Context: an optimization exercise on an open-source flow, tuned for small area, a short achievable clock period and few clock cycles per item. The choices shown serve that exercise and are no tape-out recipe.
The RTL was checked by simulation tests, not by an equivalence proof against the original design.

gamma:
==> module arp_receive_and_cache, before the edit <==
module arp_receive_and_cache #(
	parameter int ENTRIES = 32
) (
	input  logic                 clk,
	input  logic                 arst_n,
	input  logic                 cfg_we,
	input  logic [31:0]          cfg_wdata,
	input  logic                 item_valid,
	output logic                 item_ready,
	input  logic                 item_opcode,
	input  logic [15:0]          item_frame_length,
	input  logic [15:0]          item_ethertype,
	input  logic [15:0]          item_proto_type,
	input  logic [7:0]           item_hw_len,
	input  logic [7:0]           item_proto_len,
	input  logic [15:0]          item_arp_oper,
	input  logic [47:0]          item_sender_mac,
	input  logic [31:0]          item_sender_ip,
	input  logic [31:0]          item_tgt_ip,
	input  logic [31:0]          item_query_ip,
	output logic                 result_valid,
	input  logic                 result_ready,
	output logic                 result_consumed,
	output logic                 result_learned,
	output logic                 result_reply_needed,
	output logic [47:0]          result_reply_mac,
	output logic [31:0]          result_reply_ip,
	output logic                 result_hit,
	output logic [47:0]          result_found_mac
);
	logic [31:0] our_ip_q;
	logic        accept;
	logic        ld_r0;
	logic        ri_v;
	logic        ri_lookup;
	logic        ri_consumed;
	logic        ri_learn;
	logic        ri_reply;
	logic [31:0] ri_key;
	logic [47:0] ri_mac;
	logic        r0_v;
	logic        r0_lookup;
	logic        r0_consumed;
	logic        r0_learn;
	logic        r0_reply;
	logic [31:0] r0_key;
	logic [47:0] r0_mac;
	logic [31:0] in_key;
	logic [ENTRIES-1:0] r0_mx;      
	logic [ENTRIES-1:0] r0_wsel;    
	logic               r0_eqw;     
	logic               r0_hitw;    
	logic [47:0]        r0_pmac;    
	logic        in_lookup;
	logic        in_consumed;
	logic        in_learn;
	logic        in_reply;
	assign ld_r0      = !r0_v || proc;
	assign item_ready = !ri_v || ld_r0;
	assign accept     = item_valid && item_ready;
	assign in_lookup   = (item_opcode == arpc_pkg::OPC_LOOKUP);
	assign in_key      = in_lookup ? item_query_ip : item_sender_ip;
	assign in_consumed = !in_lookup && (item_frame_length >= arpc_pkg::MIN_FRAME_LEN)
		&& (item_ethertype == arpc_pkg::ETYPE_ARP);
	assign in_learn    = in_consumed && (item_proto_type == arpc_pkg::PTYPE_IPV4)
		&& (item_hw_len == arpc_pkg::HW_ADDR_LEN) && (item_proto_len == arpc_pkg::PROTO_ADDR_LEN);
	assign in_reply    = in_learn && (item_arp_oper == arpc_pkg::OPER_REQUEST)
		&& (item_tgt_ip == our_ip_q);
	logic        h_v;
	logic        h_consumed;
	logic        h_learned;
	logic        h_reply;
	logic [47:0] h_reply_mac;
	logic [31:0] h_reply_ip;
	logic        h_hit;
	logic [47:0] h_found_mac;
	logic        proc;
	assign proc = r0_v && (!h_v || result_ready);
	logic [ENTRIES-1:0]       cmp;
	logic [ENTRIES-1:0]       match;
	logic [ENTRIES-1:0]       valid;
	logic [ENTRIES-1:0]       free;
	logic [ENTRIES-1:0]       wr_en;
	logic [ENTRIES-1:0][47:0] ent_mac;
	logic                     any;
	logic [47:0]              rd_mac;
	for (genvar k = 0; k < ENTRIES; k++) begin : g_ent
		arpc_cell u_cell (
			.clk    (clk),
			.arst_n (arst_n),
			.key    (ri_key),
			.match  (cmp[k]),
			.valid  (valid[k]),
			.mac    (ent_mac[k]),
			.wr_en  (wr_en[k]),
			.wr_ip  (r0_key),
			.wr_mac (r0_mac)
		);
	end
	always_comb begin
		free[0] = !valid[0] || valid[ENTRIES-1];
		for (int k = 1; k < ENTRIES; k++) begin
			free[k] = valid[k-1] && !valid[k];
		end
	end
	always_comb begin
		for (int k = 0; k < ENTRIES; k++) begin
			match[k] = r0_mx[k] || (r0_wsel[k] && r0_eqw);
		end
	end
	assign any = (|r0_mx) || r0_hitw;
	always_comb begin
		for (int k = 0; k < ENTRIES; k++) begin
			wr_en[k] = proc && r0_learn && (match[k] || (!any && free[k]));
		end
	end
	always_comb begin
		rd_mac = '0;
		for (int k = 0; k < ENTRIES; k++) begin
			rd_mac = rd_mac | (ent_mac[k] & {48{r0_mx[k]}});
		end
		if (r0_hitw) begin
			rd_mac = r0_pmac;
		end
	end
	logic n_hit;
	assign n_hit = r0_lookup && any;
	always_ff @(posedge clk or negedge arst_n) begin
		if (!arst_n) begin
			our_ip_q <= '0;
			ri_v     <= 1'b0;
			r0_v     <= 1'b0;
			h_v      <= 1'b0;
		end else begin
			if (cfg_we) begin
				our_ip_q <= cfg_wdata;
			end
			ri_v <= accept || (ri_v && !ld_r0);
			r0_v <= (ri_v && ld_r0) || (r0_v && !proc);
			if (proc) begin
				h_v <= 1'b1;
			end else if (result_ready) begin
				h_v <= 1'b0;
			end
		end
	end
	always_ff @(posedge clk) begin
		if (item_ready) begin
			ri_lookup   <= in_lookup;
			ri_consumed <= in_consumed;
			ri_learn    <= in_learn;
			ri_reply    <= in_reply;
			ri_key      <= in_key;
			ri_mac      <= item_sender_mac;
		end
		if (ld_r0) begin
			r0_lookup   <= ri_lookup;
			r0_consumed <= ri_consumed;
			r0_learn    <= ri_learn;
			r0_reply    <= ri_reply;
			r0_key      <= ri_key;
			r0_mac      <= ri_mac;
			r0_mx       <= cmp & ~wr_en;
			r0_wsel     <= wr_en;
			r0_eqw      <= (ri_key == r0_key);
			r0_hitw     <= (ri_key == r0_key) && proc && r0_learn;
			r0_pmac     <= r0_mac;
		end
		if (proc) begin
			h_consumed  <= r0_consumed;
			h_learned   <= r0_learn;
			h_reply     <= r0_reply;
			h_reply_mac <= r0_reply ? r0_mac : 48'd0;
			h_reply_ip  <= r0_reply ? r0_key : 32'd0;
			h_hit       <= n_hit;
			h_found_mac <= r0_lookup ? rd_mac : 48'd0;
		end
	end
	assign result_valid        = h_v;
	assign result_consumed     = h_consumed;
	assign result_learned      = h_learned;
	assign result_reply_needed = h_reply;
	assign result_reply_mac    = h_reply_mac;
	assign result_reply_ip     = h_reply_ip;
	assign result_hit          = h_hit;
	assign result_found_mac    = h_found_mac;
endmodule
Settings: LEC_CHECK=0, CAP_MARGIN=20, CORE_MARGIN=2, CORE_UTILIZATION=50, CTS_CLUSTER_DIAMETER=100, CTS_CLUSTER_SIZE=24, PLACE_DENSITY=0.65, SETUP_SLACK_MARGIN=3.3, SLEW_MARGIN=20, TNS_END_PERCENT=5; clock period 6.0 ns.
run.sh (not shown) runs the stock make flow with config.mk's settings and CLKGATE_MAP_FILE= SYNTH_SCRIPT=/design/flow/synth_recipe.tcl, a recipe that flattens the netlist after the stock synthesis.
Testbench counts of gamma, summed over its fixed seeds: cycles 2,584, items 2,560.
### gamma -> epsilon
--- a/flow/design.v
+++ b/flow/design.v
@@ -87,11 +87,8 @@
 	logic [31:0] r0_key;
 	logic [47:0] r0_mac;
 	logic [31:0] in_key;
-	logic [ENTRIES-1:0] r0_mx;      
-	logic [ENTRIES-1:0] r0_wsel;    
-	logic               r0_eqw;     
-	logic               r0_hitw;    
-	logic [47:0]        r0_pmac;    
+	logic [ENTRIES-1:0] r0_match;   
+	logic               ri_eqw;     
 	logic        in_lookup;
 	logic        in_consumed;
 	logic        in_learn;
@@ -118,7 +115,6 @@
 	logic        proc;
 	assign proc = r0_v && (!h_v || result_ready);
 	logic [ENTRIES-1:0]       cmp;
-	logic [ENTRIES-1:0]       match;
 	logic [ENTRIES-1:0]       valid;
 	logic [ENTRIES-1:0]       free;
 	logic [ENTRIES-1:0]       wr_en;
@@ -144,26 +140,19 @@
 			free[k] = valid[k-1] && !valid[k];
 		end
 	end
+	assign any = |r0_match;
 	always_comb begin
 		for (int k = 0; k < ENTRIES; k++) begin
-			match[k] = r0_mx[k] || (r0_wsel[k] && r0_eqw);
-		end
-	end
-	assign any = (|r0_mx) || r0_hitw;
-	always_comb begin
-		for (int k = 0; k < ENTRIES; k++) begin
-			wr_en[k] = proc && r0_learn && (match[k] || (!any && free[k]));
+			wr_en[k] = proc && r0_learn && (r0_match[k] || (!any && free[k]));
 		end
 	end
 	always_comb begin
 		rd_mac = '0;
 		for (int k = 0; k < ENTRIES; k++) begin
-			rd_mac = rd_mac | (ent_mac[k] & {48{r0_mx[k]}});
-		end
-		if (r0_hitw) begin
-			rd_mac = r0_pmac;
-		end
-	end
+			rd_mac = rd_mac | (ent_mac[k] & {48{r0_match[k]}});
+		end
+	end
+	assign ri_eqw = (ri_key == r0_key);
 	logic n_hit;
 	assign n_hit = r0_lookup && any;
 	always_ff @(posedge clk or negedge arst_n) begin
@@ -201,11 +190,9 @@
 			r0_reply    <= ri_reply;
 			r0_key      <= ri_key;
 			r0_mac      <= ri_mac;
-			r0_mx       <= cmp & ~wr_en;
-			r0_wsel     <= wr_en;
-			r0_eqw      <= (ri_key == r0_key);
-			r0_hitw     <= (ri_key == r0_key) && proc && r0_learn;
-			r0_pmac     <= r0_mac;
+			for (int k = 0; k < ENTRIES; k++) begin
+				r0_match[k] <= wr_en[k] ? ri_eqw : cmp[k];
+			end
 		end
 		if (proc) begin
 			h_consumed  <= r0_consumed;
Results
Synthesized flop and latch total: epsilon < gamma. Comparing epsilon and gamma, the lower final standard cell count with taps included and fillers excluded is on epsilon. In epsilon, last weighted congestion value of the routability-driven placer is lower than in gamma. Lower largest net degree at the start of global routing was reported by gamma, not epsilon. Looking at synthesized area, epsilon sits 2.4% below gamma. epsilon: post-placement cell count lower than gamma. Between gamma and epsilon, the flow reports global-route wire length before repair increasing slightly. Worst setup slack came out higher on epsilon than on gamma. Going from gamma to epsilon, cell area after layout shrank by a few percent. Count of clock-buffer cells in the layout ends up lower on gamma.
Testbench counts of epsilon, summed over its fixed seeds: cycles 2,584, items 2,560.

[re-timing with driven ports]
In the flow no input, the clock included, has a driving cell. The finished layouts below were timed again as built, in two steps. Step 1: set_driving_cell puts a clkbuf_16 on clk and a buf_2 on each other input, an assumption about the parent block. Step 2, shift: input delay + t, output delay - t, t = (earliest + latest rising clock arrival at the registers) / 2. This alone moves slack from input paths to output paths. Slacks: ideal ports / drivers / drivers and shift; pairs: ideal ports / drivers.
| run | shift t [ns] | slack for setup (ns) | hold slack, ns | latest minus earliest clock arrival (ns) |
|---|---|---|---|---|
| gamma | 0.933 | 2.824 / 2.824 / 2.271 | 0.179 / 0.111 / 0.406 | 0.040 / 0.041 |
| epsilon | 0.948 | 2.836 / 2.756 / 1.993 | 0.391 / 0.335 / 0.409 | 0.058 / 0.057 |
After both steps every run listed still meets setup and hold. For epsilon, which loses most, drivers alone change the setup slack by -0.080 ns; drivers and shift together by -0.843 ns.
